What follows belongs to an exercise in optimizing a design on an open flow for small area, a short achievable clock period and few clock cycles per item; a production flow would make more cautious choices. Function was checked by simulation only, so behaviour that the tests miss may differ from the original. No activity file was given, so power comes from the tool's default toggle rates.

## frame_bitmap_allocator_core
module frame_bitmap_allocator_core #(
    parameter int NUM_FRAMES = 1024,
    parameter int WORD_BITS  = 32
) (
    input  logic             i_clk,
    input  logic             i_rst_n,
    input  logic             i_cfg_we,
    input  logic [fba_pkg::CFG_W-1:0] i_cfg_wdata,
    input  logic               i_req_valid,
    output logic               o_req_ready,
    input  logic [fba_pkg::REQ_W-1:0]   i_req_type,
    input  logic [fba_pkg::FRAME_W-1:0] i_req_frame_index,
    input  logic               i_req_user_page,
    input  logic               i_req_writable_page,
    output logic               o_rsp_valid,
    input  logic               i_rsp_ready,
    output logic [fba_pkg::STATUS_W-1:0] o_rsp_status,
    output logic [fba_pkg::FRAME_W-1:0] o_rsp_frame_out,
    output logic               o_rsp_bit_is_set,
    output logic               o_rsp_entry_present,
    output logic               o_rsp_entry_writable,
    output logic               o_rsp_entry_user
);
Size in the first run: ~1,300 flip-flops, ~49 I/O pins, about 57,000 um2 of cells after synthesis.
export LEC_CHECK = 0
export CAP_MARGIN = 20
export CORE_MARGIN = 2
export CORE_UTILIZATION = 40
export CTS_CLUSTER_DIAMETER = 60
export CTS_CLUSTER_SIZE = 40
export SETUP_SLACK_MARGIN = 5
export SLEW_MARGIN = 20
create_clock -name core_clock -period 10.0 [get_ports {i_clk}]
standard.sh (not shown) runs the stock make flow with config.mk's settings and CLKGATE_MAP_FILE= SYNTH_SCRIPT=/design/flow/synth_recipe.tcl, a recipe that flattens the netlist after the stock synthesis.
==> flow/flow/run.sh <==
#!/bin/bash
set -euo pipefail
grep -q 'SETUP_SLACK_MARGIN=5' standard.sh
sed 's/SETUP_SLACK_MARGIN=5/SETUP_SLACK_MARGIN=6.5/' standard.sh > standard_margin.sh
bash standard_margin.sh > flow_make.log 2>&1
test -s out/final.def
Testbench counts at the start, summed over its fixed seeds: cycles 24,032, items 24,000.
Next try:
==> flow/flow/run.sh (replaced) <==
#!/bin/bash
set -euo pipefail
grep -q 'SETUP_SLACK_MARGIN=5' standard.sh
sed "s/SETUP_SLACK_MARGIN=5/SETUP_SLACK_MARGIN=6.5 'CTS_ARGS=-sink_clustering_enable -repair_clock_nets -sink_clustering_size 40 -sink_clustering_max_diameter 60 -dont_use_dummy_load'/" standard.sh > standard_tuned.sh
grep -q 'dont_use_dummy_load' standard_tuned.sh
bash standard_tuned.sh > flow_make.log 2>&1
test -s out/final.def
Settings changed: CTS_CLUSTER_DIAMETER 60 to default, CTS_CLUSTER_SIZE 40 to default.
The changed run produced a clean layout.
Clock skew went up by 55 ps.
Core utilization fell by 0.46 points.
Final area shrinks by about 1%.
Global-route usage came out higher by 0.13 points.
Combinational power went up by 2.4%.

---

== run 1 ==
Another version of the RTL of frame_bitmap_allocator_core (not shown whole).
Size in the first run: roughly 4,300 cells after synthesis, about 1,300 flip-flops, about 55,000 µm² of cells after synthesis.
==> flow/config.mk <==
export PLATFORM = sky130hd
export DESIGN_NAME = frame_bitmap_allocator_core
export DESIGN_NICKNAME = frame_bitmap_allocator_core
export VERILOG_FILES = /design/flow/design.v
export SDC_FILE = /design/flow/constraint.sdc
export NUM_CORES = 4
export LEC_CHECK = 0
export CAP_MARGIN = 20
export CORE_MARGIN = 2
export CORE_UTILIZATION = 40
export PLACE_DENSITY = 0.75
export SETUP_SLACK_MARGIN = 5
export SLEW_MARGIN = 20
==> flow/constraint.sdc <==
create_clock -name core_clock -period 10.0 [get_ports {i_clk}]
set_input_delay 2.0000 -clock core_clock [delete_from_list [all_inputs] [get_ports {i_clk}]]
set_output_delay 2.0000 -clock core_clock [all_outputs]
set_load 0.01 [all_outputs]
==> flow/flow/run.sh <==
#!/bin/bash
set -euo pipefail
grep -q 'SETUP_SLACK_MARGIN=5' standard.sh
sed "s/SETUP_SLACK_MARGIN=5/SETUP_SLACK_MARGIN=6.5 'CTS_ARGS=-sink_clustering_enable -repair_clock_nets -sink_clustering_size 40 -sink_clustering_max_diameter 60 -dont_use_dummy_load'/" standard.sh > standard_tuned.sh
grep -q 'dont_use_dummy_load' standard_tuned.sh
bash standard_tuned.sh > flow_make.log 2>&1
test -s out/final.def
Testbench counts of run 1, summed over its fixed seeds: cycles 24,032, items 24,000.
The following lists how run 2 was set up differently from run 1:
- a deleted PLACE_DENSITY that had been 0.75
==> comparison <==
Run 2 ended up with a higher clock-buffer cell count than run 1 did.
Power density over the cells of run 2 exceeds that of run 1 slightly.
Between run 2 and run 1, it is run 2 whose final cell count without fillers is higher, by about 0.4%.
Internal power component: run 2 worse than run 1
Taking run 1 as the reference, in run 2 sequential share of layout area saw a decrease, worst path setup slack after routing saw a decrease, highest achievable clock rate saw a decrease.
For run 3, these inputs were changed with respect to run 2:
- PLACE_DENSITY newly set to 0.75
==> flow/flow/run.sh <==
#!/bin/bash
set -euo pipefail
grep -q 'SETUP_SLACK_MARGIN=5' standard.sh
sed "s/SETUP_SLACK_MARGIN=5/SETUP_SLACK_MARGIN=6.8 'CTS_ARGS=-sink_clustering_enable -repair_clock_nets -sink_clustering_size 40 -sink_clustering_max_diameter 60 -dont_use_dummy_load'/" standard.sh > standard_tuned.sh
grep -q 'dont_use_dummy_load' standard_tuned.sh
bash standard_tuned.sh > flow_make.log 2>&1
test -s out/final.def
## What came out
- Run 3 against run 2: worst setup slack after layout went up 0.28 ns; vertical die dimension was more or less identical; number of global-route vias before repair rose about 4%.

[afterwards: timing with drivers on the ports]
In the flow no input, the clock included, has a driving cell. The finished layouts below were timed again as built, in two steps.
Step 1 sets driving cells, clkbuf_16 on the clock port and buf_2 on the other inputs (assumed; they add their load-dependent delay and slew).
Step 2 also shifts input and output timing later by t, the mid clock arrival at the registers, as if the neighbouring blocks saw the same clock.
Three values: ideal, step 1, step 2; two values: the first two.
| run | t, ns | setup WS [ns] | hold slack, ns | worst register clock-pin slew, ns |
|---|---|---|---|---|
| the first run of note 1 | 0.823 | 6.439 / 6.439 / 5.728 | 0.525 / 0.525 / 0.525 | 0.09 / 0.09 |
| the second run of note 1 | 0.790 | 6.469 / 6.469 / 5.825 | 0.501 / 0.501 / 0.501 | 0.09 / 0.09 |
| run 1 | 0.769 | 6.507 / 6.507 / 5.807 | 0.491 / 0.491 / 0.491 | 0.10 / 0.10 |
| run 2 | 0.784 | 6.399 / 6.399 / 5.843 | 0.525 / 0.525 / 0.525 | 0.11 / 0.11 |
| run 3 | 0.748 | 6.677 / 6.677 / 6.055 | 0.493 / 0.493 / 0.493 | 0.11 / 0.11 |
After both steps setup and hold are still met in every run listed. For the first run of note 1, which loses most, drivers alone change the setup slack by 0.000 ns; drivers and shift together by -0.711 ns.
